Context: an optimization exercise on an open-source flow, tuned for small area. The choices shown serve that exercise and are no tape-out recipe. The RTL was checked by simulation tests, not by an equivalence proof against the original design. Power is estimated from default activity; no workload was simulated.

==> inputs of run a <==
==> flow/design.v <==
package dmem_pkg;
   typedef enum logic {
      CLEAR = 1'b0,
      RUN   = 1'b1
   } dmem_state_e;
   localparam int DMEM_DW = 16;
   localparam int DMEM_AW = 8;
endpackage
module dmem_array #(
   parameter int DW    = 8,
   parameter int DEPTH = 256
) (
   input  logic             clk,
   input  logic [DEPTH-1:0] wr_i,
   input  logic [DEPTH-1:0] wr_n_i,
   input  logic [DW-1:0]    col_i,
   input  logic [DEPTH-1:0] rsel_i,
   output logic [DW-1:0]    rraw_o
);
   localparam int NLEAF = (DEPTH + 2) / 3;
   localparam int DPAD  = NLEAF * 3;
   logic [DEPTH*DW-1:0] st_q;
   logic [DEPTH*DW-1:0] st_d;
   logic [DPAD-1:0]     rsel_pad;
   logic [DPAD*DW-1:0]  st_pad;
   for (genvar w = 0; w < DEPTH; w++) begin : g_row
      for (genvar b = 0; b < DW; b++) begin : g_bit
         dmem_hold u_hold (
            .q_i    (st_q[w*DW+b]),
            .wr_i   (wr_i[w]),
            .wr_n_i (wr_n_i[w]),
            .col_i  (col_i[b]),
            .d_o    (st_d[w*DW+b])
         );
      end
   end
   always_ff @(posedge clk) begin
      st_q <= st_d;
   end
   assign rsel_pad = DPAD'(rsel_i);
   assign st_pad   = (DPAD*DW)'(st_q);
   for (genvar b = 0; b < DW; b++) begin : g_rcol
      logic [NLEAF-1:0] leaf_n;
      for (genvar l = 0; l < NLEAF; l++) begin : g_leaf
         dmem_rd3 u_rd3 (
            .d0_i  (st_pad[(3*l+0)*DW+b]),
            .d1_i  (st_pad[(3*l+1)*DW+b]),
            .d2_i  (st_pad[(3*l+2)*DW+b]),
            .s0_i  (rsel_pad[3*l+0]),
            .s1_i  (rsel_pad[3*l+1]),
            .s2_i  (rsel_pad[3*l+2]),
            .y_n_o (leaf_n[l])
         );
      end
      assign rraw_o[b] = ~&leaf_n;
   end
endmodule
module dmem_hold (
   input  logic q_i,
   input  logic wr_i,
   input  logic wr_n_i,
   input  logic col_i,
   output logic d_o
);
   assign d_o = ~((q_i | wr_i) & (wr_n_i | col_i));
endmodule
module dmem_rd3 (
   input  logic d0_i,
   input  logic d1_i,
   input  logic d2_i,
   input  logic s0_i,
   input  logic s1_i,
   input  logic s2_i,
   output logic y_n_o
);
   assign y_n_o = ~((d0_i & s0_i) | (d1_i & s1_i) | (d2_i & s2_i));
endmodule
module dmem_sync #(
   parameter int DW    = dmem_pkg::DMEM_DW,
   parameter int AW    = dmem_pkg::DMEM_AW,
   parameter int DEPTH = 200
) (
   input  logic          clk,
   input  logic          rst_n,
   input  logic          req_valid,
   output logic          req_ready,
   input  logic          req_we,
   input  logic [AW-1:0] req_addr,
   input  logic [DW-1:0] req_wdata,
   output logic          rsp_valid,
   output logic [DW-1:0] rsp_rdata,
   output logic          rsp_err,
   output logic          init_done
);
   localparam logic [AW:0] DEPTH_W = (AW + 1)'(DEPTH);
   dmem_pkg::dmem_state_e state_q, state_d;
   logic             accept;
   logic             in_range;
   logic             clearing;
   logic             phase_q;
   logic             rsp_valid_q;
   logic             rsp_err_q;
   logic [DW-1:0]    rdata_q;
   logic [DEPTH-1:0] row_hit;
   logic [DEPTH-1:0] wr;
   logic [DEPTH-1:0] wr_n;
   logic [DW-1:0]    col;
   logic [DW-1:0]    rraw;
   assign req_ready = (state_q == dmem_pkg::RUN);
   assign init_done = (state_q == dmem_pkg::RUN);
   assign accept    = req_valid && req_ready;
   assign in_range  = ({1'b0, req_addr} < DEPTH_W);
   logic [AW-1:0] clr_ptr_q;
   logic          clr_last;
   assign clearing = (state_q == dmem_pkg::CLEAR);
   assign clr_last = ({1'b0, clr_ptr_q} == (DEPTH_W - 1'b1));
   always_ff @(posedge clk or negedge rst_n) begin
      if (!rst_n) begin
         clr_ptr_q <= '0;
      end else if (clearing) begin
         clr_ptr_q <= clr_ptr_q + 1'b1;
      end
   end
   always_comb begin
      state_d = state_q;
      if (clearing && clr_last) begin
         state_d = dmem_pkg::RUN;
      end
   end
   always_ff @(posedge clk or negedge rst_n) begin
      if (!rst_n) begin
         phase_q <= 1'b0;
      end else begin
         phase_q <= ~phase_q;
      end
   end
   for (genvar w = 0; w < DEPTH; w++) begin : g_dec
      assign row_hit[w] = (req_addr == AW'(w));
      assign wr[w]      = clearing | (accept & req_we & row_hit[w]);
      assign wr_n[w]    = ~wr[w];
   end
   assign col = (clearing ? '0 : req_wdata) ^ {DW{phase_q}};
   dmem_array #(
      .DW    (DW),
      .DEPTH (DEPTH)
   ) u_array (
      .clk    (clk),
      .wr_i   (wr),
      .wr_n_i (wr_n),
      .col_i  (col),
      .rsel_i (row_hit),
      .rraw_o (rraw)
   );
   always_ff @(posedge clk or negedge rst_n) begin
      if (!rst_n) begin
         state_q     <= dmem_pkg::CLEAR;
         rsp_valid_q <= 1'b0;
         rsp_err_q   <= 1'b0;
         rdata_q     <= '0;
      end else begin
         state_q     <= state_d;
         rsp_valid_q <= accept && !req_we;
         rsp_err_q   <= accept && !in_range;
         if (accept && !req_we) begin
            rdata_q <= in_range ? (rraw ^ {DW{phase_q}}) : '0;
         end
      end
   end
   assign rsp_valid = rsp_valid_q;
   assign rsp_err   = rsp_err_q;
   assign rsp_rdata = rdata_q;
endmodule
==> flow/run.sh <==
#!/bin/bash
# synth_recipe.tcl (not shown) runs the flow's synth.tcl, then flattens the netlist and writes it again
# the make line also repeats each setting of config.mk as NAME=value (left out here)
make -C /OpenROAD-flow-scripts/flow DESIGN_CONFIG=/design/flow/config.mk WORK_HOME=/design/flow/orfs CLKGATE_MAP_FILE= SYNTH_SCRIPT=/design/flow/synth_recipe.tcl finish
==> flow/config.mk <==
export PLATFORM = sky130hd
export DESIGN_NAME = dmem_sync
export DESIGN_NICKNAME = dmem_sync
export VERILOG_FILES = /design/flow/design.v
export SDC_FILE = /design/flow/constraint.sdc
export NUM_CORES = 4
export LEC_CHECK = 0
export CAP_MARGIN = 20
export CORE_MARGIN = 2
export CORE_UTILIZATION = 40
export SLEW_MARGIN = 20
export SYNTH_HIERARCHICAL = 1
export SYNTH_MINIMUM_KEEP_SIZE = 0
==> flow/constraint.sdc <==
create_clock -name core_clock -period 6.0 [get_ports {clk}]
set_input_delay 1.2000 -clock core_clock [delete_from_list [all_inputs] [get_ports {clk}]]
set_output_delay 1.2000 -clock core_clock [all_outputs]
set_load 0.01 [all_outputs]
==> inputs of run b, as changes to run a <==
==> flow/design.v, changed modules only <==
module dmem_array #(
   parameter int DW    = 8,
   parameter int DEPTH = 256
) (
   input  logic             clk,
   input  logic [DEPTH-1:0] wr_i,
   input  logic [DEPTH-1:0] wr_n_i,
   input  logic [DW-1:0]    col_i,
   input  logic [DEPTH-1:0] rsel_i,
   output logic [DW-1:0]    rraw_n_o
);
   localparam int NLEAF3 = DEPTH / 3;
   localparam int NREM   = DEPTH % 3;
   localparam int NLEAF  = NLEAF3 + ((NREM != 0) ? 1 : 0);
   localparam int T1     = (NLEAF + 3) / 4;
   localparam int T2     = (T1 + 1) / 2;
   localparam int T3     = (T2 + 2) / 3;
   localparam int T4     = (T3 + 2) / 3;
   logic [DEPTH*DW-1:0] st_q;
   logic [DEPTH*DW-1:0] st_d;
   for (genvar w = 0; w < DEPTH; w++) begin : g_row
      for (genvar b = 0; b < DW; b++) begin : g_bit
         dmem_hold u_hold (
            .q_i    (st_q[w*DW+b]),
            .wr_i   (wr_i[w]),
            .wr_n_i (wr_n_i[w]),
            .col_i  (col_i[b]),
            .d_o    (st_d[w*DW+b])
         );
      end
   end
   always_ff @(posedge clk) begin
      st_q <= st_d;
   end
   for (genvar b = 0; b < DW; b++) begin : g_rcol
      logic [NLEAF-1:0] leaf_n;
      for (genvar l = 0; l < NLEAF3; l++) begin : g_leaf
         dmem_rd3 u_rd3 (
            .d0_i  (st_q[(3*l+0)*DW+b]),
            .d1_i  (st_q[(3*l+1)*DW+b]),
            .d2_i  (st_q[(3*l+2)*DW+b]),
            .s0_i  (rsel_i[3*l+0]),
            .s1_i  (rsel_i[3*l+1]),
            .s2_i  (rsel_i[3*l+2]),
            .y_n_o (leaf_n[l])
         );
      end
      if (NREM == 2) begin : g_rem2
         dmem_rd2 u_rd2 (
            .d0_i  (st_q[(3*NLEAF3+0)*DW+b]),
            .d1_i  (st_q[(3*NLEAF3+1)*DW+b]),
            .s0_i  (rsel_i[3*NLEAF3+0]),
            .s1_i  (rsel_i[3*NLEAF3+1]),
            .y_n_o (leaf_n[NLEAF3])
         );
      end else if (NREM == 1) begin : g_rem1
         assign leaf_n[NLEAF3] = ~(st_q[(3*NLEAF3)*DW+b] & rsel_i[3*NLEAF3]);
      end
      logic [T1-1:0] t1;
      logic [T2-1:0] t2;
      logic [T3-1:0] t3;
      logic [T4-1:0] t4;
      for (genvar g = 0; g < T1; g++) begin : g_t1
         localparam int N = ((g + 1) * 4 <= NLEAF) ? 4 : (NLEAF - g * 4);
         dmem_red #(.N(N), .NOR(0)) u_red (.a_i(leaf_n[g*4 +: N]), .y_o(t1[g]));
      end
      for (genvar g = 0; g < T2; g++) begin : g_t2
         localparam int N = ((g + 1) * 2 <= T1) ? 2 : (T1 - g * 2);
         dmem_red #(.N(N), .NOR(1)) u_red (.a_i(t1[g*2 +: N]), .y_o(t2[g]));
      end
      for (genvar g = 0; g < T3; g++) begin : g_t3
         localparam int N = ((g + 1) * 3 <= T2) ? 3 : (T2 - g * 3);
         dmem_red #(.N(N), .NOR(0)) u_red (.a_i(t2[g*3 +: N]), .y_o(t3[g]));
      end
      for (genvar g = 0; g < T4; g++) begin : g_t4
         localparam int N = ((g + 1) * 3 <= T3) ? 3 : (T3 - g * 3);
         dmem_red #(.N(N), .NOR(1)) u_red (.a_i(t3[g*3 +: N]), .y_o(t4[g]));
      end
      assign rraw_n_o[b] = t4[0];
   end
endmodule
module dmem_rd2 (
   input  logic d0_i,
   input  logic d1_i,
   input  logic s0_i,
   input  logic s1_i,
   output logic y_n_o
);
   assign y_n_o = ~((d0_i & s0_i) | (d1_i & s1_i));
endmodule
module dmem_red #(
   parameter int N   = 2,
   parameter bit NOR = 1'b0
) (
   input  logic [N-1:0] a_i,
   output logic         y_o
);
   if (NOR) begin : g_nor
      assign y_o = ~|a_i;
   end else begin : g_nand
      assign y_o = ~&a_i;
   end
endmodule
module dmem_sync #(
   parameter int DW    = dmem_pkg::DMEM_DW,
   parameter int AW    = dmem_pkg::DMEM_AW,
   parameter int DEPTH = 200
) (
   input  logic          clk,
   input  logic          rst_n,
   input  logic          req_valid,
   output logic          req_ready,
   input  logic          req_we,
   input  logic [AW-1:0] req_addr,
   input  logic [DW-1:0] req_wdata,
   output logic          rsp_valid,
   output logic [DW-1:0] rsp_rdata,
   output logic          rsp_err,
   output logic          init_done
);
   localparam logic [AW:0] DEPTH_W = (AW + 1)'(DEPTH);
   dmem_pkg::dmem_state_e state_q, state_d;
   logic             accept;
   logic             in_range;
   logic             clearing;
   logic             phase_q;
   logic             rsp_valid_q;
   logic             rsp_err_q;
   logic [DW-1:0]    rdata_q;
   logic [DEPTH-1:0] wr;
   logic [DEPTH-1:0] wr_n;
   logic [DW-1:0]    col;
   logic [DW-1:0]    rraw_n;
   logic             rphase_q;
   logic [AW-1:0] addr, addr_n;
   logic          valid, valid_n;
   logic          we, we_n;
   for (genvar i = 0; i < AW; i++) begin : g_addr_buf
      dmem_inv u_inv0 (.a_i(req_addr[i]), .y_n_o(addr_n[i]));
      dmem_inv u_inv1 (.a_i(addr_n[i]),   .y_n_o(addr[i]));
   end
   dmem_inv u_valid_inv0 (.a_i(req_valid), .y_n_o(valid_n));
   dmem_inv u_valid_inv1 (.a_i(valid_n),   .y_n_o(valid));
   dmem_inv u_we_inv0    (.a_i(req_we),    .y_n_o(we_n));
   dmem_inv u_we_inv1    (.a_i(we_n),      .y_n_o(we));
   assign req_ready = (state_q == dmem_pkg::RUN);
   assign init_done = (state_q == dmem_pkg::RUN);
   assign accept    = valid && req_ready;
   assign in_range  = ({1'b0, addr} < DEPTH_W);
   logic [AW-1:0] clr_ptr_q;
   logic          clr_last;
   assign clearing = (state_q == dmem_pkg::CLEAR);
   assign clr_last = ({1'b0, clr_ptr_q} == (DEPTH_W - 1'b1));
   always_ff @(posedge clk or negedge rst_n) begin
      if (!rst_n) begin
         clr_ptr_q <= '0;
      end else if (clearing) begin
         clr_ptr_q <= clr_ptr_q + 1'b1;
      end
   end
   always_comb begin
      state_d = state_q;
      if (clearing && clr_last) begin
         state_d = dmem_pkg::RUN;
      end
   end
   always_ff @(posedge clk or negedge rst_n) begin
      if (!rst_n) begin
         phase_q <= 1'b0;
      end else begin
         phase_q <= ~phase_q;
      end
   end
   logic        wen;
   logic [7:0]  pre_a;
   logic [7:0]  pre_b;
   logic [63:0] pre_ab_n;
   logic [3:0]  pre_c;
   logic [3:0]  pre_cw_n;
   logic [3:0]  pre_cr_n;
   logic [DEPTH-1:0] rsel;
   assign wen = accept && we;
   for (genvar i = 0; i < 8; i++) begin : g_pre_ab
      assign pre_a[i] = clearing | (addr[2:0] == 3'(i));
      assign pre_b[i] = clearing | (addr[5:3] == 3'(i));
   end
   for (genvar j = 0; j < 64; j++) begin : g_pre_ab2
      dmem_nand2 u_ab (
         .a_i   (pre_a[j % 8]),
         .b_i   (pre_b[j / 8]),
         .y_n_o (pre_ab_n[j])
      );
   end
   for (genvar i = 0; i < 4; i++) begin : g_pre_c
      assign pre_c[i]    = (addr[7:6] == 2'(i));
      assign pre_cr_n[i] = ~pre_c[i];
      assign pre_cw_n[i] = ~(clearing | (wen & pre_c[i]));
   end
   for (genvar w = 0; w < DEPTH; w++) begin : g_dec
      dmem_rowdec u_wdec (
         .ab_n_i (pre_ab_n[w % 64]),
         .c_n_i  (pre_cw_n[w / 64]),
         .r_o    (wr[w]),
         .r_n_o  (wr_n[w])
      );
      dmem_nor2 u_rdec (
         .a_n_i (pre_ab_n[w % 64]),
         .b_n_i (pre_cr_n[w / 64]),
         .y_o   (rsel[w])
      );
   end
   assign col = (clearing ? '0 : req_wdata) ^ {DW{phase_q}};
   dmem_array #(
      .DW    (DW),
      .DEPTH (DEPTH)
   ) u_array (
      .clk    (clk),
      .wr_i   (wr),
      .wr_n_i (wr_n),
      .col_i  (col),
      .rsel_i (rsel),
      .rraw_n_o (rraw_n)
   );
   always_ff @(posedge clk or negedge rst_n) begin
      if (!rst_n) begin
         state_q     <= dmem_pkg::CLEAR;
         rsp_valid_q <= 1'b0;
         rsp_err_q   <= 1'b0;
         rdata_q     <= '0;
         rphase_q    <= 1'b0;
      end else begin
         state_q     <= state_d;
         rsp_valid_q <= accept && !we;
         rsp_err_q   <= accept && !in_range;
         if (accept && !we) begin
            rdata_q  <= ~rraw_n;
            rphase_q <= in_range & phase_q;
         end
      end
   end
   assign rsp_valid = rsp_valid_q;
   assign rsp_err   = rsp_err_q;
   assign rsp_rdata = rdata_q ^ {DW{rphase_q}};
endmodule
module dmem_rowdec (
   input  logic ab_n_i,
   input  logic c_n_i,
   output logic r_o,
   output logic r_n_o
);
   dmem_nor2 u_nor (
      .a_n_i (ab_n_i),
      .b_n_i (c_n_i),
      .y_o   (r_o)
   );
   dmem_inv u_inv (
      .a_i   (r_o),
      .y_n_o (r_n_o)
   );
endmodule
module dmem_inv (
   input  logic a_i,
   output logic y_n_o
);
   assign y_n_o = ~a_i;
endmodule
module dmem_nor2 (
   input  logic a_n_i,
   input  logic b_n_i,
   output logic y_o
);
   assign y_o = ~(a_n_i | b_n_i);
endmodule
module dmem_nand2 (
   input  logic a_i,
   input  logic b_i,
   output logic y_n_o
);
   assign y_n_o = ~(a_i & b_i);
endmodule
CTS_CLUSTER_DIAMETER = 100   (was unset)
CTS_CLUSTER_SIZE = 30   (was unset)
==> metrics.md <==
| Metric | Value |
|---|---|
| Status | finished with violations |
| Fail Reasons | setup timing |
| Initial core utilization | 40.2% |
| Seq cells post-synth | 3228 |
| Met3 wire len | ~48000 µm |
| Worst path cell trace | clkdlybuf4s50_1 > nand4b_1 > nor2_1 > a222oi_1 > nand4_1 > or4_1 > nor3_1 > nand4_1 > xnor2_1 > o31ai_1 |
| Setup ws final | -0.229 ns |
| Fraction of area in multi-input gates | 30.9% |
| Final setup violation count | 4 |
| CTS sink cnt | 3228 |
| Post-Syn Area per Cell | about 12 µm² |
| PwrDens | 356 nW/µm² |
| Slew HR | 8.92% |
| Post-route cell area | roughly 120000 µm² |
| Combinational share of power | between 1.5 and 2% |
| Hold Path Origin | u_array.st_q[2150]$_DFF_P_ |
| Initial antenna violation count | 26 |
The numbers above come from run a.

==> metrics.md <==
| Metric | Value |
|---|---|
| Status | finished clean |
| Worst path cell trace | clkdlybuf4s50_1 > inv_1 > inv_1 > o21ai_0 > nand2_1 > buf_4 > nor2_1 > buf_4 > a222oi_1 > nand4_1 > nor2_1 > nand3_1 > nor3_2 > o21ai_0 |
| Met3 wire len | 41400 µm |
| Hold Path Origin | u_array.st_q[3130]$_DFF_P_ |
| Grt met2 use | 43.8% |
| Seq cells post-synth | 3229 |
| Switching part of the total power | 22.8% |
| Initial core utilization | between 40% and 50% |
| Worst setup EP type | flip-flop |
| Initial antenna violation count | 11 |
| PwrDens | 291 nW/µm² |
| CTS sink cnt | 3229 |
| Post-Syn Area per Cell | ~12 µm² |
| Reg2reg setup slack | around 0.66 ns |
| Fraction of area in multi-input gates | 32.0% |
| Combinational share of power | 4.7% |
| Final setup violation count | 0 |
| Setup ws final | 0.542 ns |
The numbers above come from run b.

-- port drivers added, routing unchanged --
Ports are ideal in the flow. The routed layouts listed here were re-timed in OpenROAD. Step 1 (the two cells are an assumption about what drives the block):
set clk [get_ports {clk}]
set_driving_cell -lib_cell sky130_fd_sc_hd__clkbuf_16 $clk
set_driving_cell -lib_cell sky130_fd_sc_hd__buf_2 [delete_from_list [all_inputs] $clk]
Step 2 times the ports against the registers' clock, not the clock port: input delays grow and output delays shrink by t, the midpoint of the rising clock arrivals with the driver on. Slacks: ideal ports / drivers / drivers and shift; pairs: ideal ports / drivers.
run | t (ns) | setup WS [ns] | worst setup path at the end | worst slew at a driven data input, ns | pins driven straight from the clock port
run a | 1.046 | -0.229 / -0.154 / -1.200 | input to register | 0.13 | 1
run b | 0.928 | 0.542 / 0.526 / -0.402 | input to register | 0.17 | 1
Met with ideal ports but missed after step 2: setup timing in run b. For run a, which loses most, drivers alone change the setup slack by +0.075 ns; drivers and shift together by -0.971 ns.
